This design comes from an exercise in tuning for small area and a short achievable clock period on the open sky130 flow, not from production work.
At most, simulation tests tie the RTL to the original design; equivalence was not proved.
Function not checked in runs 2 and 3: the RTL went through the layout flow alone.
Power is estimated from default activity; no workload was simulated.

===== config.mk =====
export PLATFORM = sky130hd
export DESIGN_NAME = soc_top
export DESIGN_NICKNAME = soc_top
export VERILOG_FILES = /design/flow/design.v
export SDC_FILE = /design/flow/constraint.sdc
export NUM_CORES = 8
export LEC_CHECK = 0
export CAP_MARGIN = 20
export CORE_MARGIN = 2
export CORE_UTILIZATION = 65
export CTS_CLUSTER_DIAMETER = 100
export CTS_CLUSTER_SIZE = 27
export PLACE_DENSITY = 0.72
export SETUP_SLACK_MARGIN = 4.6
export SLEW_MARGIN = 20
export SYNTH_HIERARCHICAL = 1

===== constraint.sdc =====
create_clock -name core_clock -period 7.5 [get_ports {hclk}]
set_input_delay 1.5000 -clock core_clock [delete_from_list [all_inputs] [get_ports {hclk}]]
set_output_delay 1.5000 -clock core_clock [all_outputs]
set_load 0.01 [all_outputs]

===== design.v =====
package ahb_pkg;
    localparam int HADDR_WIDTH = 32;
    localparam int HDATA_WIDTH = 32;
    typedef enum logic [1:0] {
        IDLE   = 2'b00,
        BUSY   = 2'b01,
        NONSEQ = 2'b10,
        SEQ    = 2'b11
    } htrans_t;
    typedef enum logic [2:0] {
        BYTE = 3'b000,
        HALF = 3'b001,
        WORD = 3'b010
    } hsize_t;
    typedef enum logic {
        OKAY  = 1'b0,
        ERROR = 1'b1
    } hresp_t;
    localparam logic [3:0] REGION_ITCM = 4'h0;
    localparam logic [3:0] REGION_DTCM = 4'h2;
    localparam logic [3:0] REGION_APB  = 4'h4;
    function automatic logic [HDATA_WIDTH/8-1:0] byte_strb(hsize_t size, logic [1:0] addr);
        logic [HDATA_WIDTH/8-1:0] strb;
        case (size)
            3'b000:  strb = {{(HDATA_WIDTH/8-1){1'b0}}, 1'b1} << addr;
            3'b001:  strb = {{(HDATA_WIDTH/8-2){1'b0}}, 2'b11} << {addr[1], 1'b0};
            default: strb = '1;
        endcase
        byte_strb = strb;
    endfunction
endpackage
package apb_pkg;
    localparam int PADDR_WIDTH = 16;
    typedef enum logic [1:0] {
        IDLE    = 2'b00,
        WAIT_EN = 2'b01,
        SETUP   = 2'b10,
        ACCESS  = 2'b11
    } apb_state_t;
endpackage
module soc_top #(
    parameter int ITCM_DEPTH    = 64,
    parameter int DTCM_DEPTH    = 64,
    parameter int APB_MEM_DEPTH = 64,
    parameter int DIV_WID       = 4
) (
    input  logic                            hclk,
    input  logic                            hresetn,
    input  logic [DIV_WID-1:0]              div_factor_i,
    input  logic [ahb_pkg::HADDR_WIDTH-1:0] haddr_i,
    input  ahb_pkg::htrans_t                htrans_i,
    input  logic                            hwrite_i,
    input  ahb_pkg::hsize_t                 hsize_i,
    input  logic [ahb_pkg::HDATA_WIDTH-1:0] hwdata_i,
    output logic [ahb_pkg::HDATA_WIDTH-1:0] hrdata_o,
    output logic                            hready_o,
    output ahb_pkg::hresp_t                 hresp_o
);
    localparam int DEPTH = 64;
    localparam int AW    = 6;
    localparam int NB    = 4;
    logic       trans;
    logic       rg_itcm, rg_dtcm, rg_apb, rg_none;
    logic [3:0] strb_ap;
    assign trans   = htrans_i[1];
    assign rg_itcm = (haddr_i[31:28] == ahb_pkg::REGION_ITCM);
    assign rg_dtcm = (haddr_i[31:28] == ahb_pkg::REGION_DTCM);
    assign rg_apb  = (haddr_i[31:28] == ahb_pkg::REGION_APB);
    assign rg_none = !(rg_itcm || rg_dtcm || rg_apb);
    assign strb_ap = ahb_pkg::byte_strb(hsize_i, haddr_i[1:0]);
    logic                rdy_q;     
    logic                nrdy_q;    
    logic                resp_q;    
    logic                err1_q;    
    apb_pkg::apb_state_t st_q;      
    logic [DIV_WID-1:0]  cnt_q;     
    logic                wr_i_q;    
    logic                wr_d_q;    
    logic                npclk_q;   
    logic                acc_q;     
    logic                apb_we_q;  
    logic                pclken;
    logic                unmapped;
    logic                start;
    apb_pkg::apb_state_t st_n;
    logic [DIV_WID-1:0]  cnt_n;
    logic                err1_n;
    logic                a_write;
    assign rdy_q    = !nrdy_q;
    assign pclken   = !npclk_q;
    assign cnt_n    = pclken ? div_factor_i : cnt_q - 1'b1;
    assign unmapped = rdy_q && trans && rg_none;
    assign start    = rdy_q && trans && rg_apb;
    always_comb begin
        st_n = st_q;
        case (st_q)
            apb_pkg::IDLE:    if (start)  st_n = apb_pkg::WAIT_EN;
            apb_pkg::WAIT_EN: if (pclken) st_n = apb_pkg::SETUP;
            apb_pkg::SETUP:   if (pclken) st_n = apb_pkg::ACCESS;
            default:          if (pclken) st_n = apb_pkg::IDLE;
        endcase
    end
    assign err1_n = !err1_q && unmapped;
    always_ff @(posedge hclk or negedge hresetn) begin
        if (!hresetn) begin
            nrdy_q <= 1'b0;
            resp_q <= ahb_pkg::OKAY;
            err1_q <= 1'b0;
            st_q   <= apb_pkg::IDLE;
            cnt_q  <= '0;
            wr_i_q <= 1'b0;
            wr_d_q <= 1'b0;
            npclk_q  <= 1'b0;
            acc_q    <= 1'b0;
            apb_we_q <= 1'b0;
        end else begin
            nrdy_q <= err1_n || (st_n != apb_pkg::IDLE);
            resp_q <= err1_q || unmapped;
            err1_q <= err1_n;
            st_q   <= st_n;
            cnt_q  <= cnt_n;
            npclk_q  <= (cnt_n != '0);
            acc_q    <= (st_n == apb_pkg::ACCESS);
            apb_we_q <= (st_n == apb_pkg::ACCESS) && (cnt_n == '0) && a_write;
            wr_i_q <= rdy_q && trans && hwrite_i && rg_itcm;
            wr_d_q <= rdy_q && trans && hwrite_i && rg_dtcm;
        end
    end
    assign hready_o = rdy_q;
    assign hresp_o  = ahb_pkg::hresp_t'(resp_q);
    logic [7:0]    a_lo_n;
    logic [7:0]    a_hi;
    logic [7:0]    a_lo_r_n;   
    logic [NB-1:0] a_strb;
    always_ff @(posedge hclk) begin
        if (rdy_q) begin
            for (int j = 0; j < 8; j++) begin
                a_lo_n[j] <= (haddr_i[4:2] != 3'(j));
                a_hi[j]   <= (haddr_i[7:5] == 3'(j));
                a_lo_r_n[j] <= !((haddr_i[4:2] == 3'(j)) && rg_apb);
            end
            a_strb  <= strb_ap;
            a_write <= hwrite_i;
        end
    end
    logic apb_acc;
    logic apb_we;
    assign apb_acc = acc_q;
    assign apb_we  = apb_we_q;
    logic [DEPTH-1:0][31:0] itcm_q;
    logic [DEPTH-1:0][31:0] dtcm_q;
    logic [DEPTH-1:0][31:0] apbm_q;
    logic [2:0]                 wr_m;
    logic [2:0][7:0][NB-1:0]    row_n;
    logic [2:0][DEPTH-1:0][3:0] we;
    assign wr_m = {apb_we, wr_d_q, wr_i_q};
    always_comb begin
        for (int m = 0; m < 3; m++)
            for (int j = 0; j < 8; j++)
                for (int b = 0; b < NB; b++)
                    row_n[m][j][b] = !(wr_m[m] && a_hi[j] && a_strb[b]);
    end
    for (genvar m = 0; m < 3; m++) begin : g_we
        for (genvar w = 0; w < DEPTH; w++) begin : g_w
            for (genvar b = 0; b < NB; b++) begin : g_b
                rd_nor2 u (.a(row_n[m][w/8][b]), .b(a_lo_n[w%8]), .y(we[m][w][b]));
            end
        end
    end
    always_ff @(posedge hclk) begin
        for (int w = 0; w < DEPTH; w++) begin
            for (int b = 0; b < NB; b++) begin
                if (we[0][w][b]) itcm_q[w][8*b +: 8] <= hwdata_i[8*b +: 8];
                if (we[1][w][b]) dtcm_q[w][8*b +: 8] <= hwdata_i[8*b +: 8];
                if (we[2][w][b]) apbm_q[w][8*b +: 8] <= hwdata_i[8*b +: 8];
            end
        end
    end
    logic [2:0] ha_t, ha_f;     
    logic [2:0] hb_t, hb_f;     
    logic       hr_i, hr_d;     
    logic       nacc;
    assign ha_t = haddr_i[4:2];
    assign ha_f = ~haddr_i[4:2];
    assign hb_t = haddr_i[7:5];
    assign hb_f = ~haddr_i[7:5];
    assign hr_i = !haddr_i[29];
    assign hr_d = haddr_i[29];
    assign nacc = !apb_acc;
    logic [NB-1:0][7:0]       p_lo_n;     
    logic [NB-1:0][7:0]       p_hi_i_n;   
    logic [NB-1:0][7:0]       p_hi_d_n;   
    logic [NB-1:0][7:0]       p_hi_a_n;   
    logic [NB-1:0][DEPTH-1:0] sel_i, sel_d, sel_a;
    for (genvar b = 0; b < NB; b++) begin : g_dec
        for (genvar j = 0; j < 8; j++) begin : g_p
            rd_nand3 u_lo (.a(j[0] ? ha_t[0] : ha_f[0]), .b(j[1] ? ha_t[1] : ha_f[1]),
                           .c(j[2] ? ha_t[2] : ha_f[2]), .y(p_lo_n[b][j]));
            rd_nand4 u_hi (.a(j[0] ? hb_t[0] : hb_f[0]), .b(j[1] ? hb_t[1] : hb_f[1]),
                           .c(j[2] ? hb_t[2] : hb_f[2]), .d(hr_i), .y(p_hi_i_n[b][j]));
            rd_nand4 u_hd (.a(j[0] ? hb_t[0] : hb_f[0]), .b(j[1] ? hb_t[1] : hb_f[1]),
                           .c(j[2] ? hb_t[2] : hb_f[2]), .d(hr_d), .y(p_hi_d_n[b][j]));
            rd_nand2 u_ha (.a(apb_acc), .b(a_hi[j]), .y(p_hi_a_n[b][j]));
        end
        for (genvar w = 0; w < DEPTH; w++) begin : g_sel
            rd_nor2 u_i (.a(p_hi_i_n[b][w/8]), .b(p_lo_n[b][w%8]), .y(sel_i[b][w]));
            rd_nor2 u_d (.a(p_hi_d_n[b][w/8]), .b(p_lo_n[b][w%8]), .y(sel_d[b][w]));
            rd_nor2 u_a (.a(p_hi_a_n[b][w/8]), .b(a_lo_r_n[w%8]), .y(sel_a[b][w]));
        end
    end
    logic          fwd;
    logic [NB-1:0] fwd_b, fwd_b_n;
    logic [NB-1:0] tcm_en;     
    assign fwd = ((wr_i_q && !haddr_i[29]) || (wr_d_q && haddr_i[29])) &&
                 !a_lo_n[haddr_i[4:2]] && a_hi[haddr_i[7:5]];
    always_comb begin
        for (int b = 0; b < NB; b++) begin
            fwd_b[b]   = fwd && a_strb[b];
            fwd_b_n[b] = !fwd_b[b];
            tcm_en[b]  = !fwd_b[b] && nacc;
        end
    end
    logic [31:0] rd_n;
    logic [31:0] rdata_q;
    for (genvar k = 0; k < 32; k++) begin : g_rd
        logic [63:0] t1;    
        logic [15:0] t2;    
        logic [7:0]  t3;    
        logic [1:0]  t4;    
        logic [21:0] u1;    
        logic [5:0]  u2;    
        logic [1:0]  u3;    
        logic        u4;    
        logic [3:0]  t5;    
        for (genvar w = 0; w < 64; w++) begin : g_t1
            assign t1[w] = !((sel_i[k/8][w] && itcm_q[w][k]) || (sel_d[k/8][w] && dtcm_q[w][k]));
        end
        for (genvar j = 0; j < 16; j++) begin : g_t2
            rd_nand4 u (.a(t1[4*j]), .b(t1[4*j+1]), .c(t1[4*j+2]), .d(t1[4*j+3]), .y(t2[j]));
        end
        for (genvar j = 0; j < 8; j++) begin : g_t3
            rd_nor2 u (.a(t2[2*j]), .b(t2[2*j+1]), .y(t3[j]));
        end
        for (genvar j = 0; j < 2; j++) begin : g_t4
            rd_nand4 u (.a(t3[4*j]), .b(t3[4*j+1]), .c(t3[4*j+2]), .d(t3[4*j+3]), .y(t4[j]));
        end
        for (genvar j = 0; j < 21; j++) begin : g_u1
            rd_aoi222 u (.a1(sel_a[k/8][3*j]),   .a2(apbm_q[3*j][k]),
                         .b1(sel_a[k/8][3*j+1]), .b2(apbm_q[3*j+1][k]),
                         .c1(sel_a[k/8][3*j+2]), .c2(apbm_q[3*j+2][k]), .y(u1[j]));
        end
        rd_nand2 u_u1l (.a(sel_a[k/8][63]), .b(apbm_q[63][k]), .y(u1[21]));
        for (genvar j = 0; j < 5; j++) begin : g_u2
            rd_nand4 u (.a(u1[4*j]), .b(u1[4*j+1]), .c(u1[4*j+2]), .d(u1[4*j+3]), .y(u2[j]));
        end
        rd_nand2 u_u2l (.a(u1[20]), .b(u1[21]), .y(u2[5]));
        rd_nor3 u_u30 (.a(u2[0]), .b(u2[1]), .c(u2[2]), .y(u3[0]));
        rd_nor3 u_u31 (.a(u2[3]), .b(u2[4]), .c(u2[5]), .y(u3[1]));
        rd_nand2 u_u4 (.a(u3[0]), .b(u3[1]), .y(u4));
        rd_nand2 u_t50 (.a(tcm_en[k/8]), .b(t4[0]), .y(t5[0]));
        rd_nand2 u_t51 (.a(tcm_en[k/8]), .b(t4[1]), .y(t5[1]));
        rd_nand2 u_t52 (.a(fwd_b_n[k/8]), .b(u4), .y(t5[2]));
        rd_nand2 u_t53 (.a(fwd_b[k/8]), .b(hwdata_i[k]), .y(t5[3]));
        rd_nand4 u_t6 (.a(t5[0]), .b(t5[1]), .c(t5[2]), .d(t5[3]), .y(rd_n[k]));
    end
    always_ff @(posedge hclk) begin
        rdata_q <= rd_n;
    end
    assign hrdata_o = rdata_q;
endmodule
module rd_aoi222 (
    input  logic a1, a2, b1, b2, c1, c2,
    output logic y
);
    assign y = !((a1 && a2) || (b1 && b2) || (c1 && c2));
endmodule
module rd_nand4 (
    input  logic a, b, c, d,
    output logic y
);
    assign y = !(a && b && c && d);
endmodule
module rd_nor2 (
    input  logic a, b,
    output logic y
);
    assign y = !(a || b);
endmodule
module rd_nand2 (
    input  logic a, b,
    output logic y
);
    assign y = !(a && b);
endmodule
module rd_nand3 (
    input  logic a, b, c,
    output logic y
);
    assign y = !(a && b && c);
endmodule
module rd_aoi22 (
    input  logic a1, a2, b1, b2,
    output logic y
);
    assign y = !((a1 && a2) || (b1 && b2));
endmodule
module rd_nor3 (
    input  logic a, b, c,
    output logic y
);
    assign y = !(a || b || c);
endmodule

===== flow/run.sh =====
#!/bin/bash
set -euo pipefail
WORK="$(pwd)"
bash standard.sh PRE_DETAIL_PLACE_TCL="$WORK/flow/movef.tcl" finish > "$WORK/flow_make.log" 2>&1
grep -h "^move " "$WORK"/orfs/logs/*/soc_top/base/3_5_place_dp.log > "$WORK/flow_moves.log" || true

===== flow/movef.tcl =====
# Move the flip-flop (and any inverter/buffer between) that drives each named
# output port next to that port's output buffer, before legalization.
set blk [ord::get_db_block]
proc drv_of {net} {
  foreach it [$net getITerms] { if {[$it isOutputSignal]} { return [$it getInst] } }
  return "NULL"
}
foreach pname {hready_o hresp_o} {
  set bt [$blk findBTerm $pname]
  if {$bt == "NULL"} continue
  set obuf [drv_of [$bt getNet]]
  if {$obuf == "NULL"} continue
  set loc [$obuf getLocation]
  set x [lindex $loc 0]; set y [lindex $loc 1]
  set cur $obuf
  for {set d 0} {$d < 4} {incr d} {
    set in "NULL"
    foreach it [$cur getITerms] { if {[$it isInputSignal] && [[$it getMTerm] getSigType] == "SIGNAL"} { set in [$it getNet]; break } }
    if {$in == "NULL"} break
    set drv [drv_of $in]
    if {$drv == "NULL"} break
    set dx [expr {$x + ($d + 1) * 6000}]
    puts "move [$drv getName] ([[$drv getMaster] getName]) to $dx $y"
    $drv setLocation $dx $y
    if {[string match "*DFF*" [$drv getName]]} break
    set cur $drv
  }
}

===== standard.sh =====
#!/bin/bash
# synth_recipe.tcl (not shown) runs the flow's synth.tcl, then flattens the netlist and writes it again
# the make line also repeats each setting of config.mk as NAME=value (left out here)
make -C /OpenROAD-flow-scripts/flow DESIGN_CONFIG=/design/flow/config.mk WORK_HOME=/design/flow/orfs CLKGATE_MAP_FILE= SYNTH_SCRIPT=/design/flow/synth_recipe.tcl "${@:-finish}"

==> key figures, run 1 <==
Power and ir drop
  – Switching power as a share of total power: 0.2175
  – Static leakage power: 72.53 nW
  – Sequential Power Share: 0.656
  – Largest vdd supply drop: approximately 0.23 mV
  – Share of power burned in the clock network: 0.286
  – Comb power frac: 0.058
  – Internal: between 40 and 50 mW
  – Switching pwr: between 10 and 15 mW
  – Power per unit of standard cell area: around 240 mW/mm^2

Placed design
  – Setup slack at placement: 1.449 ns
  – Number of buffers inserted by port buffering: 88
  – Post-detail-place hpwl: around 340,000 um
  – Final weighted congestion in routability-driven placement: 0.9120

Synth
  – Number of storage elements in the synthesis netlist: roughly 6,200
  – Adder-cell share of the synthesized area: 0.00005550
  – Number of nets in the synthesized netlist: ~13,000
  – Top_reg_cell synth: edfxtp_1
  – Async set-reset flop share out of synthesis: 0.002251
  – Post-Syn Instances: between 10,000 and 15,000
  – Area fraction in and, or, nand and nor cells after synthesis: 0.06432
  – Synth Area in Compound Gates: 0.09918
  – Total standard cell area after synthesis: between 0.2 and 0.25 mm^2
  – Number of unique standard cell types used by synthesis: 48
  – Area share of the largest cell type after synthesis: 0.8222
  – Sequential share of the synthesized area: 0.8266
  – Mean area per synthesized cell: roughly 18 um^2
  – Multiplexer share of the synthesized area: 0.0002664
  – Number of enable-type register cells in the synthesized netlist: 6,173
  – Warnings from Yosys: 7
  – Share of the synthesized netlist area taken by xor and xnor gates: 0.00007769
  – Area contributors post-synth: edfxtp_1 82%, a22oi_1 6.8%, nor2_1 3.0%
  – Top cell type by total area after synthesis: edfxtp_1
  – Dominant combinational cell family by area after synthesis: compound AO/OA/AOI/OAI gates

Routing
  – WL/cell: between 30 and 40 um
  – Final ANT Viol Nets: 0
  – First-pass DRT Iterations: 13
  – Via count: between 100k and 150k
  – Final routed DRC violation total: 0
  – Routed WL: about 600,000 um
  – First DRT Iteration DRCs: around 23,000
  – Via count normalized by instance count: between 7 and 8

CTS
  – Number of buffers created by CTS: around 270
  – Max Root-Sink Buffers: 4
  – Number of sinks on the clock net: 6,219
  – # H-tree levels: 5
  – Clock tree from TritonCTS: built
  – Clock Tree Root: clkbuf_16
  – Post-CTS Hold Buffers: 0
  – Clock edge transition at the registers on the reported setup and hold paths: ~0.10 ns
  – Insertion delay of the later-clocked pin in the worst-skew pair: just under 1 ns

Global route
  – Number of antenna violations at the first check in global routing: 14
  – Number of global-route vias before repair: 123,400
  – Tot GR Track Use: 0.3352
  – Pin count of the biggest net entering global routing: 131
  – Global-route wire length before repair: roughly 850,000 um
  – GRT Residual Overflow: 0

Worst setup path
  – Cell class contributing the biggest share of worst-path delay: simple AND/OR/NAND/NOR gates
  – Longest individual stage delay on the worst path: between 0.8 and 0.9 ns
  – Slowest cell on crit path: or3_1
  – Worst-path fanout max: 25
  – WP data required: about 8.3 ns
  – Critical Setup Path Class: input pin to register
  – Element type at the critical path end: register
  – Data arrival at the endpoint of the critical path: ~3.9 ns
  – Critical Path, Cell by Cell: buf_16, buf_4, buf_12, or4b_4, nor3_2, o31a_2, or3_1
  – Sort of element at the start of the critical path: input pin
  – Worst path buffer plus inverter count: 3

STA
  – Final number of hold-violating endpoints: 0
  – Number of slew-limit violations in the final report: 0
  – Slew of the pin with the lowest slew margin: about 1.2 ns
  – Worst clock skew: between 0.05 and 0.06 ns
  – Setup total negative slack: 0 ns
  – Worst slew margin: 0.2081
  – Worst setup margin: approximately 4.3 ns
  – Top achievable clock speed: approximately 310 MHz
  – Share of the cycle needed by the critical path after routing: 0.4258
  – Count of endpoints failing setup in the final report: 0
  – Post-layout min period: 3.194 ns
  – Setup repair after global routing missed its margin: true

Job
  – Max-cap violations: 0

Cells and area
  – Synth-to-layout area growth: 10.01%
  – Count of nets after finishing: ~13,000
  – Share of cells above drive strength 1: 0.1584

Run status
  – Result of the run: finished clean

Floorplan
  – Overall die width: about 590 um
  – Die span in y: around 590 um
  – Standard-cell rows: roughly 220
  – # IOs: 110
  – DIE AREA: 0.3516 mm^2
  – Starting density of the core: 0.6522
  – Placeable core region: between 0.3 and 0.4 mm^2

Min path
  – Min-Delay Path Class: register to register
placed cells by master, fill, tap and decap left out, drive strengths merged, types with 4 or more instances in the layout:
| cell | synthesis | final |
|---|---|---|
| clkinvlp | 0 | 5 |
| a222oi | 672 | 672 |
| nor2b | 5 | 5 |
| clkbuf | 401 | 360 |
| edfxtp | 6173 | 6173 |
| dfxtp | 32 | 32 |
| inv | 15 | 20 |
| nand3 | 100 | 100 |
| o211a | 4 | 4 |
| a22oi | 2048 | 2048 |
| o311ai | 4 | 4 |
| clkinv | 0 | 8 |
| clkdlybuf4s50 | 0 | 14 |
| nand2 | 303 | 303 |
| nor2 | 1808 | 1808 |
| nand2b | 4 | 4 |
| dfrtp | 14 | 14 |
| and2 | 4 | 4 |
| bufbuf | 0 | 5 |
| diode | 0 | 56 |
| nand4 | 832 | 832 |
| a21oi | 4 | 4 |
| o21ai | 6 | 6 |
| buf | 147 | 486 |
| or2 | 5 | 5 |
| o211ai | 5 | 5 |
| mux2i | 6 | 6 |
| nor3 | 71 | 71 |
registers in the layout (all words and copies together) (netlist names), 2 cells and up:
signal	cells
a_lo_r_n	8
st_q	2
cnt_q	4
itcm_q	2048
a_hi	8
a_lo_n	8
a_strb	4
rdata_q	32
apbm_q	2048
dtcm_q	2048
per-module statistics from Yosys (local to each module, per instance):
| module | times used | cells | flops+latches |
|---|---|---|---|
| soc_top | 1 | 9033 | 6219 |
| rd_nor3 | 64 | 1 | 0 |
| rd_nand2 | 256 | 1 | 0 |
| rd_aoi222 | 672 | 1 | 0 |
| rd_nand3 | 32 | 1 | 0 |
| rd_nand4 | 832 | 1 | 0 |
| rd_nor2 | 1792 | 1 | 0 |
stage by stage:
stage          total power [mW]  hold slack (ns)  instance area, um^2  std cells    util
2_1_floorplan             39.94           0.4014               225500      12680       -
3_3_place_gp              41.93           0.4237               231200      16930  0.6688
3_5_place_dp              42.05           0.4272               231200      16930  0.6688
4_1_cts                   58.55           0.4422               243800      17510  0.7052
5_1_grt                   60.07           0.4591               248000      17650  0.7175
6_report                  58.85           0.4334               248000      17650  0.7176
worst paths after layout:
check	from	to	cells past startpoint	slack, ns
worst max register to register	acc_q	rdata_q[15]	10	4.48
worst min register to register	err1_q	err1_q	1	0.43
max in group asynchronous	hresetn	acc_q	1	6.33
worst min-delay path	err1_q	err1_q	1	0.43
min in group asynchronous	hresetn	cnt_q[0]	1	0.60
worst max-delay path	haddr_i[29]	nrdy_q	7	4.31
power by group through the flow:
stage / clock [mW] / combinational [mW] / sequential, mW
final: 16.8 / 3.44 / 38.6
after global routing: 18.0 / 3.47 / 38.6
after CTS: 16.9 / 3.10 / 38.6
after detailed placement: 0 / 2.69 / 39.4
after global placement: 0 / 2.60 / 39.3
after floorplan: 0 / 0.602 / 39.3
cell usage after synthesis (5+ instances only):
cell / number
o211ai_1: 5
or2_2: 5
buf_1: 134
nand3_1: 100
nor3_1: 6
mux2i_1: 6
dfxtp_1: 32
nor2_1: 1808
nand2_1: 302
edfxtp_1: 6173
nor3_2: 65
inv_1: 15
a22oi_1: 2048
nand4_1: 832
dfrtp_1: 14
o21ai_0: 5
buf_2: 9
clkbuf_1: 401
a222oi_1: 672
per-layer routing:
layer  part of all wire  wire length (um)  GRT usage  vias up
li1                   -                 -          -    53430
met1               0.35            208900     0.4638    65400
met2               0.47            283100     0.5228     9423
met3               0.13             78300    0.06452     1458
met4              0.057             34540     0.1611        2
met5           0.000021                13          0        -
repair_timing:
item / in CTS / in global routing
cloned: 14 / 12
resized for setup: 1033 / 736
endpoints found under the setup margin: 3572 / 322
pin swaps: 202 / 444
setup buffers: 202 / 75
cells by family after synthesis:
| logic type | after synthesis |
|---|---|
| xor+xnor | 2 |
| buf+inv | 563 |
| simple gates | 3139 |
| fa+ha+maj | 1 |
| compound gates | 2751 |
| flops | 6219 |
| mux | 6 |
worst register-to-register path, stage by stage (launching register included):
cell	delay [ns]
dfrtp_4	0.59
buf_4	0.22
buf_16	0.19
nand2_4	0.14
nor2_1	0.15
a222oi_1	0.59
nand4_1	0.27
nor3_2	0.36
nand2_1	0.17
nand2_1	0.11
nand4_1	0.11
cell type report:
| cell class | count | area [um^2] |
|---|---|---|
| multi-input cells | 5899 | 41860 |
| clock inverters | 17 | 196.4 |
| repair buffers | 518 | 6267 |
| fillers | 20180 | 97630 |
| repair inverters | 1 | 7.507 |
| well taps | 4578 | 5728 |
| diodes | 56 | 140.1 |
| flip-flops and latches | 6219 | 186500 |
| clock buffers | 347 | 7258 |
| inverters | 15 | 101.3 |
==> inputs of run 2 (changes only) <==
--- a/design.v
+++ b/design.v
@@ -74,11 +74,11 @@
     logic                err1_q;    
     apb_pkg::apb_state_t st_q;      
     logic [DIV_WID-1:0]  cnt_q;     
-    logic                wr_i_q;    
-    logic                wr_d_q;    
+    logic [NB-1:0]       wr_i_q;    
+    logic [NB-1:0]       wr_d_q;    
     logic                npclk_q;   
     logic                acc_q;     
-    logic                apb_we_q;  
+    logic [NB-1:0]       apb_we_q;  
     logic                pclken;
     logic                unmapped;
     logic                start;
@@ -86,7 +86,7 @@
     logic [DIV_WID-1:0]  cnt_n;
     logic                err1_n;
     logic                a_write;
-    assign rdy_q    = !nrdy_q;
+    assign rdy_q    = !err1_q && (st_q == apb_pkg::IDLE);
     assign pclken   = !npclk_q;
     assign cnt_n    = pclken ? div_factor_i : cnt_q - 1'b1;
     assign unmapped = rdy_q && trans && rg_none;
@@ -108,11 +108,11 @@
             err1_q <= 1'b0;
             st_q   <= apb_pkg::IDLE;
             cnt_q  <= '0;
-            wr_i_q <= 1'b0;
-            wr_d_q <= 1'b0;
+            wr_i_q <= '0;
+            wr_d_q <= '0;
             npclk_q  <= 1'b0;
             acc_q    <= 1'b0;
-            apb_we_q <= 1'b0;
+            apb_we_q <= '0;
         end else begin
             nrdy_q <= err1_n || (st_n != apb_pkg::IDLE);
             resp_q <= err1_q || unmapped;
@@ -121,12 +121,12 @@
             cnt_q  <= cnt_n;
             npclk_q  <= (cnt_n != '0);
             acc_q    <= (st_n == apb_pkg::ACCESS);
-            apb_we_q <= (st_n == apb_pkg::ACCESS) && (cnt_n == '0) && a_write;
-            wr_i_q <= rdy_q && trans && hwrite_i && rg_itcm;
-            wr_d_q <= rdy_q && trans && hwrite_i && rg_dtcm;
+            apb_we_q <= {NB{(st_n == apb_pkg::ACCESS) && (cnt_n == '0) && a_write}} & a_strb;
+            wr_i_q <= {NB{rdy_q && trans && hwrite_i && rg_itcm}} & strb_ap;
+            wr_d_q <= {NB{rdy_q && trans && hwrite_i && rg_dtcm}} & strb_ap;
         end
     end
-    assign hready_o = rdy_q;
+    assign hready_o = !nrdy_q;
     assign hresp_o  = ahb_pkg::hresp_t'(resp_q);
     logic [7:0]    a_lo_n;
     logic [7:0]    a_hi;
@@ -144,13 +144,13 @@
         end
     end
     logic apb_acc;
-    logic apb_we;
+    logic [NB-1:0] apb_we;
     assign apb_acc = acc_q;
     assign apb_we  = apb_we_q;
     logic [DEPTH-1:0][31:0] itcm_q;
     logic [DEPTH-1:0][31:0] dtcm_q;
     logic [DEPTH-1:0][31:0] apbm_q;
-    logic [2:0]                 wr_m;
+    logic [2:0][NB-1:0]         wr_m;
     logic [2:0][7:0][NB-1:0]    row_n;
     logic [2:0][DEPTH-1:0][3:0] we;
     assign wr_m = {apb_we, wr_d_q, wr_i_q};
@@ -158,7 +158,7 @@
         for (int m = 0; m < 3; m++)
             for (int j = 0; j < 8; j++)
                 for (int b = 0; b < NB; b++)
-                    row_n[m][j][b] = !(wr_m[m] && a_hi[j] && a_strb[b]);
+                    row_n[m][j][b] = !(wr_m[m][b] && a_hi[j]);
     end
     for (genvar m = 0; m < 3; m++) begin : g_we
         for (genvar w = 0; w < DEPTH; w++) begin : g_w
@@ -211,11 +211,10 @@
     logic          fwd;
     logic [NB-1:0] fwd_b, fwd_b_n;
     logic [NB-1:0] tcm_en;     
-    assign fwd = ((wr_i_q && !haddr_i[29]) || (wr_d_q && haddr_i[29])) &&
-                 !a_lo_n[haddr_i[4:2]] && a_hi[haddr_i[7:5]];
+    assign fwd = !a_lo_n[haddr_i[4:2]] && a_hi[haddr_i[7:5]];    
     always_comb begin
         for (int b = 0; b < NB; b++) begin
-            fwd_b[b]   = fwd && a_strb[b];
+            fwd_b[b]   = fwd && ((wr_i_q[b] && !haddr_i[29]) || (wr_d_q[b] && haddr_i[29]));
             fwd_b_n[b] = !fwd_b[b];
             tcm_en[b]  = !fwd_b[b] && nacc;
         end
--- a/config.mk
+++ b/config.mk
@@ -11,6 +11,6 @@
 export CTS_CLUSTER_DIAMETER = 100
 export CTS_CLUSTER_SIZE = 27
 export PLACE_DENSITY = 0.72
-export SETUP_SLACK_MARGIN = 4.6
+export SETUP_SLACK_MARGIN = 4.45
 export SLEW_MARGIN = 20
 export SYNTH_HIERARCHICAL = 1
==> key figures, run 2 <==
Run status
  – Result of the run: finished clean

Synth
  – Total standard cell area after synthesis: 0.2255 mm^2 (about the same)
  – Area contributors post-synth: edfxtp_1 82%, a22oi_1 6.8%, nor2_1 3.0%
  – List of most frequent post-synthesis cells: 6,173 x edfxtp_1, 2,048 x a22oi_1, 1,811 x nor2_1
  – Mean area per synthesized cell: 17.77 um^2 (about the same)
  – Post-Syn Instances: 12,690 (+0.071%)
  – Area share of the largest cell type after synthesis: 0.8219 (about the same)
  – Leading cell type by number of instances after synthesis: edfxtp_1
  – Number of enable-type register cells in the synthesized netlist: 6,173 (unchanged)
  – Number of unique standard cell types used by synthesis: 41 (-15%)
  – Async set-reset flop share out of synthesis: 0.003693 (+0.001442)
  – Warnings from Yosys: 7 (unchanged)
  – Number of storage elements in the synthesis netlist: 6,228 (+0.14%)
  – Sequential share of the synthesized area: 0.8273 (about the same)
  – Number of nets in the synthesized netlist: 12,770 (+0.071%)
  – Top_reg_cell synth: edfxtp_1
  – Top cell type by total area after synthesis: edfxtp_1

Placed design
  – Placed standard-cell area: 0.2312 mm^2 (about the same)
  – Number of buffers inserted by port buffering: 88 (unchanged)
  – Final weighted congestion in routability-driven placement: 0.9123 (about the same)
  – Post-detail-place hpwl: 339,000 um (-1.4%)

CTS
  – Insertion delay of the later-clocked pin in the worst-skew pair: 0.97 ns (about the same)
  – Clock tree from TritonCTS: built
  – Max Root-Sink Buffers: 4 (unchanged)
  – Clock edge transition at the registers on the reported setup and hold paths: 0.10 ns (about the same)
  – Post-CTS Hold Buffers: 0 (unchanged)
  – Number of buffers created by CTS: 269 (unchanged)
  – Number of sinks on the clock net: 6,228 (+0.14%)
  – Clock Tree Root: clkbuf_16
  – # H-tree levels: 5 (unchanged)

Power and ir drop
  – Largest vdd supply drop: 0.2153 mV (-6.7%)
  – Switching pwr: 12.86 mW (+0.50%)
  – Internal: 46.00 mW (-0.12%)
  – Sequential Power Share: 0.657 (about the same)
  – Switching power as a share of total power: 0.2185 (+0.001058)
  – Static leakage power: 71.56 nW (-1.3%)
  – Comb power frac: 0.057 (about the same)
  – Power per unit of standard cell area: 241.2 mW/mm^2 (+1.7%)
  – Share of power burned in the clock network: 0.286 (about the same)

STA
  – Setup total negative slack: 0 ns (unchanged)
  – Worst clock skew: 0.04396 ns (-0.01294 ns)
  – Number of slew-limit violations in the final report: 0 (unchanged)
  – Final Hold Slack: 0.5253 ns (+0.09186 ns)
  – Count of endpoints failing setup in the final report: 0 (unchanged)
  – Slew of the pin with the lowest slew margin: 1.275 ns (+0.08680 ns)
  – Worst slew margin: 0.1471 (-0.06101)
  – Post-layout min period: 3.180 ns (-0.01355 ns)
  – Share of the cycle needed by the critical path after routing: 0.4240 (-0.001807)
  – Final number of hold-violating endpoints: 0 (unchanged)
  – Setup repair after global routing missed its margin: true
  – Top achievable clock speed: 314.5 MHz (+0.43%)

Cells and area
  – Commonest cells after routing, fill and taps aside: 6,173 x edfxtp_1, 1,929 x a22oi_1, 1,273 x nor2_1
  – Number of fill cells in the layout: 20,830 (+3.2%)
  – Share of cells above drive strength 1: 0.1172 (-0.04127)
  – Count of nets after finishing: 12,920 (-0.63%)
  – Synth-to-layout area growth: 8.207%
  – Largest regs: apbm_q x2048, dtcm_q x2048, itcm_q x2048
  – Most common cell after layout, fill and taps aside: edfxtp_1
  – Final cell area excluding filler cells: 0.2440 mm^2 (-1.6%)

Min path
  – Hold path startpoint: a_strb[1]
  – Min-Delay Path Class: register to register

Global route
  – Number of antenna violations at the first check in global routing: 16 (+2)
  – Global-route wire length before repair: 831,500 um (-1.8%)
  – Pin count of the biggest net entering global routing: 130 (-0.76%)
  – Number of global-route vias before repair: 123,100 (-0.23%)
  – GRT Residual Overflow: 0 (unchanged)
  – Tot GR Track Use: 0.3268 (-0.008448)

Routing
  – Top Metal Used: met4
  – Final ANT Viol Nets: 0 (unchanged)
  – Via count normalized by instance count: 7.353 (about the same)
  – First DRT Iteration DRCs: 22,960 (+0.26%)
  – Routed WL: 590,900 um (-2.3%)
  – WL/cell: 33.72 um (-1.6%)
  – Sum of routed wire segments on met1: 207,000 um (-0.92%)
  – Final routed DRC violation total: 0 (unchanged)
  – Met2 WL post-DR: 281,000 um (-0.72%)
  – First-pass DRT Iterations: 13 (unchanged)
  – Wire length on met3: 76,100 um (-2.8%)
  – Via count: 128,900 (-0.66%)

Floorplan
  – DIE AREA: 0.3517 mm^2 (about the same)
  – Starting density of the core: 0.6524 (about the same)
  – # IOs: 110 (unchanged)
  – Placeable core region: 0.3457 mm^2 (unchanged)
  – Overall die width: 593.0 um (about the same)
  – Standard-cell rows: 216 (unchanged)
  – Die span in y: 593.0 um (about the same)

Job
  – Max-cap violations: 0 (unchanged)

Worst setup path
  – Worst-path fanout max: 17 (-32%)
  – Launch point of the worst reg-to-reg path: acc_q
  – Worst setup startpoint: haddr_i[5]
  – Element type at the critical path end: register
  – Data arrival at the endpoint of the critical path: 4.03 ns (+0.09 ns)
  – Critical Setup Path Class: input pin to register
  – Sort of element at the start of the critical path: input pin
  – WP data required: 8.35 ns (+0.10 ns)
-- run 2: changes by cell type after synthesis, sizes merged, moves of 5 or more --
cell | before | now
nand3 | 100 | 36
nand2 | 303 | 375
buf | 147 | 140
o211ai | 5 | 0
a21oi | 4 | 9
dfrtp | 14 | 23
-- run 2: worst paths after layout --
path                       cells after the start  slack (ns)          end
max                                           14        4.32   rdata_q[2]
min                                            2        0.53  apb_we_q[1]
max reg2reg                                    9        4.38  rdata_q[31]
min reg2reg                                    2        0.53  apb_we_q[1]
max in group asynchronous                      1        6.42        acc_q
min in group asynchronous                      1        0.56       resp_q
-- run 2: final cells by class --
cell class,instances,area [um^2],share of cell area
clock inverter,13,133.9,0.0005486
antenna,15,37.54,0.0001538
sequential,6228,186700,0.7650
clock buffer,349,7308,0.02995
tap,4578,5728,0.02347
multi-input combinational,5905,39310,0.1611
timing repair buffer,420,4745,0.01944
timing repair inverter,1,7.507,0.00003076
inverter,16,86.33,0.0003538
-- run 2: stage by stage --
step | total power, mW | setup WS [ns] | cells | utilization
after global placement | 42.34 | 1.622 | 16930 | 0.6687
after CTS | 58.76 | 4.411 | 17460 | 0.6995
after detailed placement | 42.42 | 1.506 | 16930 | 0.6688
final | 58.86 | 4.320 | 17530 | 0.7060
after floorplan | 40.15 | 4.167 | 12690 | -
after global routing | 60.15 | 4.306 | 17520 | 0.7059
-- run 2: per-module statistics from Yosys, one instance, submodules excluded --
| module | cells | cell area (um^2) | times used |
|---|---|---|---|
| rd_aoi222 | 1 | 10.01 | 672 |
| rd_nand2 | 1 | 3.754 | 256 |
| rd_nand3 | 1 | 5.005 | 32 |
| rd_nand4 | 1 | 6.256 | 832 |
| rd_nor2 | 1 | 3.754 | 1792 |
| rd_nor3 | 1 | 10.01 | 64 |
| soc_top | 9042 | 205100 | 1 |
-- run 2: power by group through the flow --
stage / Combinational [mW] / Sequential [mW] / Clock (mW)
2_1_floorplan: 0.667 / 39.5 / 0
3_3_place_gp: 2.82 / 39.5 / 0
3_5_place_dp: 2.89 / 39.5 / 0
4_1_cts: 3.14 / 38.7 / 17.0
5_1_grt: 3.37 / 38.7 / 18.1
6_report: 3.34 / 38.7 / 16.8
-- run 2: kinds of logic after synthesis --
kind of cell / after synthesis / synth area share
flip-flops: 6228 / 0.8273
AND/OR/NAND/NOR: 3150 / 0.06395
AO/OA/AOI/OAI: 2741 / 0.09860
buffers and inverters: 557 / 0.009359
multiplexers: 11 / 0.0006214
XOR/XNOR: 2 / 0.00007769
adder cells (fa/ha/maj): 1 / 0.00005547
-- run 2: layer usage --
metal  GRT usage  up-vias
li1            -    53130
met1      0.4583    65220
met2      0.5160     9212
met3     0.06339     1294
met4      0.1285        0
met5           0        -
-- run 2: timing repair --
action | in CTS | in global routing
pin swaps | 116 | 102
setup endpoints to repair | 80 | 34
cloned | 3 | 10
setup buffers | 161 | 37
hold endpoints to repair | 0 | 0
resized for setup | 700 | 393
-- run 2: critical path, stage by stage --
cell,delay (ns)
buf_16,0.16
clkinvlp_4,0.15
buf_4,0.17
buf_16,0.21
nand4_1,0.18
buf_6,0.16
buf_4,0.12
nor2_2,0.08
a22oi_1,0.25
nand4_1,0.27
nor2_2,0.24
nand4_1,0.25
nand2_1,0.12
nand4_1,0.09
==> inputs of run 3 (changes only) <==
==> run.sh (new file) <==
#!/bin/bash
# synth_recipe.tcl (not shown) runs the flow's synth.tcl, then flattens the netlist and writes it again
# the make line also repeats each setting of config.mk as NAME=value (left out here)
make -C /OpenROAD-flow-scripts/flow DESIGN_CONFIG=/design/flow/config.mk WORK_HOME=/design/flow/orfs CLKGATE_MAP_FILE= SYNTH_SCRIPT=/design/flow/synth_recipe.tcl finish
--- a/config.mk
+++ b/config.mk
@@ -9,8 +9,8 @@
 export CORE_MARGIN = 2
 export CORE_UTILIZATION = 65
 export CTS_CLUSTER_DIAMETER = 100
-export CTS_CLUSTER_SIZE = 27
+export CTS_CLUSTER_SIZE = 24
 export PLACE_DENSITY = 0.72
-export SETUP_SLACK_MARGIN = 4.45
+export SETUP_SLACK_MARGIN = 4.3
 export SLEW_MARGIN = 20
 export SYNTH_HIERARCHICAL = 1
removed: flow/run.sh
removed: flow/movef.tcl
removed: standard.sh
==> key figures, run 3 <==
Run status
  – Result of the run: finished clean

Cells and area
  – Largest regs: apbm_q x2048, dtcm_q x2048, itcm_q x2048
  – Register Area: 0.1866 mm^2 (about the same)
  – Area of combinational cells with multiple inputs: 0.03854 mm^2 (-2.0%)
  – Share of cells above drive strength 1: 0.1016 (-0.01559)
  – Most common cell after layout, fill and taps aside: edfxtp_1
  – Finished Core Util: 0.7043 (-0.001715)
  – Synth-to-layout area growth: 7.944%
  – Commonest cells after routing, fill and taps aside: 6,173 x edfxtp_1, 2,011 x a22oi_1, 1,348 x nor2_1
  – Count of nets after finishing: 12,930 (+0.062%)
  – Number of fill cells in the layout: 20,940 (+0.51%)

Min path
  – Hold EP: apb_we_q[3]
  – Min-Delay Path Class: register to register
  – Hold path startpoint: a_strb[3]
  – Cell count of the worst hold path: 2 (unchanged)

Global route
  – Number of global-route vias before repair: 123,100 (-0.061%)
  – GRT Residual Overflow: 0 (unchanged)
  – Number of antenna violations at the first check in global routing: 28 (+12)
  – Tot GR Track Use: 0.3280 (+0.001235)
  – Pin count of the biggest net entering global routing: 132 (+1.5%)
  – Global-route wire length before repair: 833,800 um (+0.28%)

Power and ir drop
  – Share of power burned in the clock network: 0.295 (+0.009)
  – Sequential Power Share: 0.649 (-0.008)
  – Static leakage power: 71.59 nW (about the same)
  – Comb power frac: 0.056 (about the same)
  – Switching pwr: 13.00 mW (+1.1%)
  – Power after layout: 59.51 mW (+1.1%)
  – Internal: 46.51 mW (+1.1%)
  – Largest vdd supply drop: 0.2319 mV (+7.7%)
  – Switching power as a share of total power: 0.2184 (about the same)
  – Power per unit of standard cell area: 244.5 mW/mm^2 (+1.4%)

CTS
  – Post-CTS Hold Buffers: 0 (unchanged)
  – Number of sinks on the clock net: 6,228 (unchanged)
  – Max Root-Sink Buffers: 4 (unchanged)
  – Clock Tree Root: clkbuf_16
  – Insertion delay of the later-clocked pin in the worst-skew pair: 0.97 ns (about the same)
  – # H-tree levels: 5 (unchanged)
  – Clock edge transition at the registers on the reported setup and hold paths: 0.09 ns (about the same)
  – Number of buffers created by CTS: 297 (+10%)
  – Clock tree from TritonCTS: built

Synth
  – Top cell type by total area after synthesis: edfxtp_1
  – Leading cell type by number of instances after synthesis: edfxtp_1
  – Area fraction in and, or, nand and nor cells after synthesis: 0.06395 (unchanged)
  – Post-Syn Instances: 12,690 (unchanged)
  – Synth Area in Compound Gates: 0.09860 (unchanged)
  – Area share of the largest cell type after synthesis: 0.8219 (unchanged)
  – Sequential share of the synthesized area: 0.8273 (unchanged)
  – Dominant combinational cell family by area after synthesis: compound AO/OA/AOI/OAI gates
  – Number of storage elements in the synthesis netlist: 6,228 (unchanged)
  – Area contributors post-synth: edfxtp_1 82%, a22oi_1 6.8%, nor2_1 3.0%
  – Number of unique standard cell types used by synthesis: 41 (unchanged)
  – Top_reg_cell synth: edfxtp_1
  – Total standard cell area after synthesis: 0.2255 mm^2 (unchanged)
  – Share of the synthesized netlist area taken by xor and xnor gates: 0.00007767 (unchanged)
  – Warnings from Yosys: 7 (unchanged)
  – Adder-cell share of the synthesized area: 0.00005548 (unchanged)
  – List of most frequent post-synthesis cells: 6,173 x edfxtp_1, 2,048 x a22oi_1, 1,811 x nor2_1
  – Async set-reset flop share out of synthesis: 0.003693 (unchanged)
  – Number of nets in the synthesized netlist: 12,770 (unchanged)
  – Number of enable-type register cells in the synthesized netlist: 6,173 (unchanged)
  – Multiplexer share of the synthesized area: 0.0006214 (unchanged)
  – Mean area per synthesized cell: 17.77 um^2 (unchanged)

Worst setup path
  – Sort of element at the start of the critical path: register
  – Slowest cell on crit path: dfrtp_1
  – WP data required: 6.00 ns (-2.35 ns)
  – Worst path buffer plus inverter count: 2 (-4)
  – Data arrival at the endpoint of the critical path: 1.84 ns (-2.19 ns)
  – Cell class contributing the biggest share of worst-path delay: buffers and inverters
  – Launch point of the worst reg-to-reg path: a_lo_r_n[2]
  – Critical Setup Path Class: register to output port
  – Crit Reg-Reg Endpoint: rdata_q[19]
  – Critical Path, Cell by Cell: clkinvlp_4, buf_6
  – Worst-path fanout max: 1 (-16)
  – Element type at the critical path end: output port
  – Longest individual stage delay on the worst path: 0.38 ns (+0.11 ns)
  – Register-to-register path setup slack: 4.22 ns (-0.16 ns)
  – Number of cells traversed by the worst register-to-register path: 8 (-1)

STA
  – Share of the cycle needed by the critical path after routing: 0.4458 (+0.02183)
  – Setup total negative slack: 0 ns (unchanged)
  – Worst setup margin: 4.156 ns (-0.1637 ns)
  – Final number of hold-violating endpoints: 0 (unchanged)
  – Worst clock skew: 0.02617 ns (-0.01780 ns)
  – Count of endpoints failing setup in the final report: 0 (unchanged)
  – Setup repair after global routing missed its margin: true
  – Worst slew margin: 0.2089 (+0.06178)
  – Number of slew-limit violations in the final report: 0 (unchanged)
  – Top achievable clock speed: 299.1 MHz (-4.9%)
  – Post-layout min period: 3.344 ns (+0.1637 ns)
  – Slew of the pin with the lowest slew margin: 1.187 ns (-0.08796 ns)

Placed design
  – Post-detail-place hpwl: 343,400 um (+1.3%)
  – Number of buffers inserted by port buffering: 88 (unchanged)
  – Setup slack at placement: 2.030 ns (+0.5240 ns)
  – Final weighted congestion in routability-driven placement: 0.9075 (-0.53%)

Floorplan
  – # IOs: 110 (unchanged)
  – Die span in y: 593.0 um (unchanged)
  – Standard-cell rows: 216 (unchanged)
  – DIE AREA: 0.3517 mm^2 (unchanged)
  – Starting density of the core: 0.6524 (unchanged)
  – Placeable core region: 0.3457 mm^2 (unchanged)
  – Overall die width: 593.0 um (unchanged)

Routing
  – First-pass DRT Iterations: 9 (-4)
  – Via count: 128,700 (-0.16%)
  – First DRT Iteration DRCs: 23,140 (+0.78%)
  – Final routed DRC violation total: 0 (unchanged)
  – WL/cell: 33.53 um (-0.54%)
  – Via count normalized by instance count: 7.335 (-0.24%)
  – Routed WL: 588,200 um (-0.45%)
  – Final ANT Viol Nets: 0 (unchanged)

Job
  – Max-cap violations: 0 (unchanged)
## run 3: routing by layer
layer,up-vias,GRT usage,part of all wire,wire length [um]
li1,53210,-,-,-
met1,64780,0.4647,0.35,208200
met2,9340,0.5123,0.47,275500
met3,1331,0.06010,0.13,76780
met4,4,0.1365,0.047,27700
met5,-,0,0.000049,29
## run 3: worst max path at each step
stage	end	cells past startpoint	from
floorplan	rdata_q[0]	11	haddr_i[4]
global placement	rdata_q[19]	10	haddr_i[6]
detailed placement	rdata_q[1]	11	haddr_i[29]
CTS	hready_o	2	nrdy_q
global route	hready_o	2	nrdy_q
finish	hready_o	2	nrdy_q
## run 3: cells by family after synthesis
| kind of cell | after synthesis |
|---|---|
| AOI/OAI and AO/OA | 2741 |
| xor gates and xnor gates | 2 |
| adders and majority gates | 1 |
| buffers and inverters | 557 |
| DFF | 6228 |
| muxes | 11 |
| and+or+nand+nor | 3150 |
## run 3: through the flow
step / cells / hold slack, ns / cell area, um^2
after CTS: 17490 / 0.5121 / 242200
after global placement: 16940 / 0.4971 / 231200
after detailed placement: 16940 / 0.4992 / 231200
final: 17540 / 0.5090 / 243400
after floorplan: 12690 / 0.4620 / 225700
after global routing: 17530 / 0.5338 / 243400
## run 3: tightest hold or removal path: stages, from the launching register on
cell	delay, ns
edfxtp_1	0.37
nand2_1	0.07
nor3_1	0.04
## run 3: power groups by stage
stage	Combinational, mW	Clock, mW	Sequential, mW
after floorplan	0.666	0	39.5
after global placement	2.92	0	39.4
after detailed placement	2.99	0	39.4
after CTS	3.14	17.7	38.6
after global routing	3.37	18.8	38.6
final	3.33	17.6	38.6
## run 3: final cells by class
cell class | count | area share
clock buffers | 377 | 0.03250
clock inverters | 21 | 0.0009046
diodes | 14 | 0.0001439
well taps | 4578 | 0.02353
multi-input cells | 5905 | 0.1583
flip-flops and latches | 6228 | 0.7666
repair buffers | 401 | 0.01771
inverters | 16 | 0.0003238
## run 3: timing repair
item / CTS / global route
resized for setup: 580 / 179
cloned: 3 / 5
pin swaps: 106 / 69
buffers inserted: 146 / 27
endpoints found under the setup margin: 283 / 194
## run 3: per-module statistics from Yosys (local to each module, per instance)
module / flip-flops and latches / area [um^2]
rd_nand2: 0 / 3.754
soc_top: 6228 / 205100
rd_aoi222: 0 / 10.01
rd_nor2: 0 / 3.754
rd_nand3: 0 / 5.005
rd_nor3: 0 / 10.01
rd_nand4: 0 / 6.256

[afterwards: timing with drivers on the ports]
How much do the figures lean on ideal ports? The routed layouts below were timed once more, with nothing changed but the port constraints. Step 1: set_driving_cell puts a clkbuf_16 on hclk and a buf_2 on each other input, an assumption about the parent block. Step 2 moves the port delays by t, midway between the first and last clock arrival at a register: inputs arrive t later, outputs are due t later. That takes back most of the time a late clock gives input paths. Three values: ideal ports, drivers, drivers and shift; two values: the first two.
| run | t (ns) | slack for setup (ns) | worst setup path after step 2 | clock arrival spread, ns | cell pins on the clock port's net |
|---|---|---|---|---|---|
| run 1 | 1.060 | 4.306 / 4.143 / 3.083 | input to register | 0.066 / 0.066 | 1 |
| run 2 | 1.049 | 4.320 / 4.221 / 3.172 | input to register | 0.054 / 0.054 | 1 |
| run 3 | 1.082 | 4.156 / 4.036 / 3.098 | input to register | 0.039 / 0.039 | 1 |
After both steps every run listed still meets setup and hold. For run 1, which loses most, drivers alone change the setup slack by -0.163 ns; drivers and shift together by -1.223 ns.
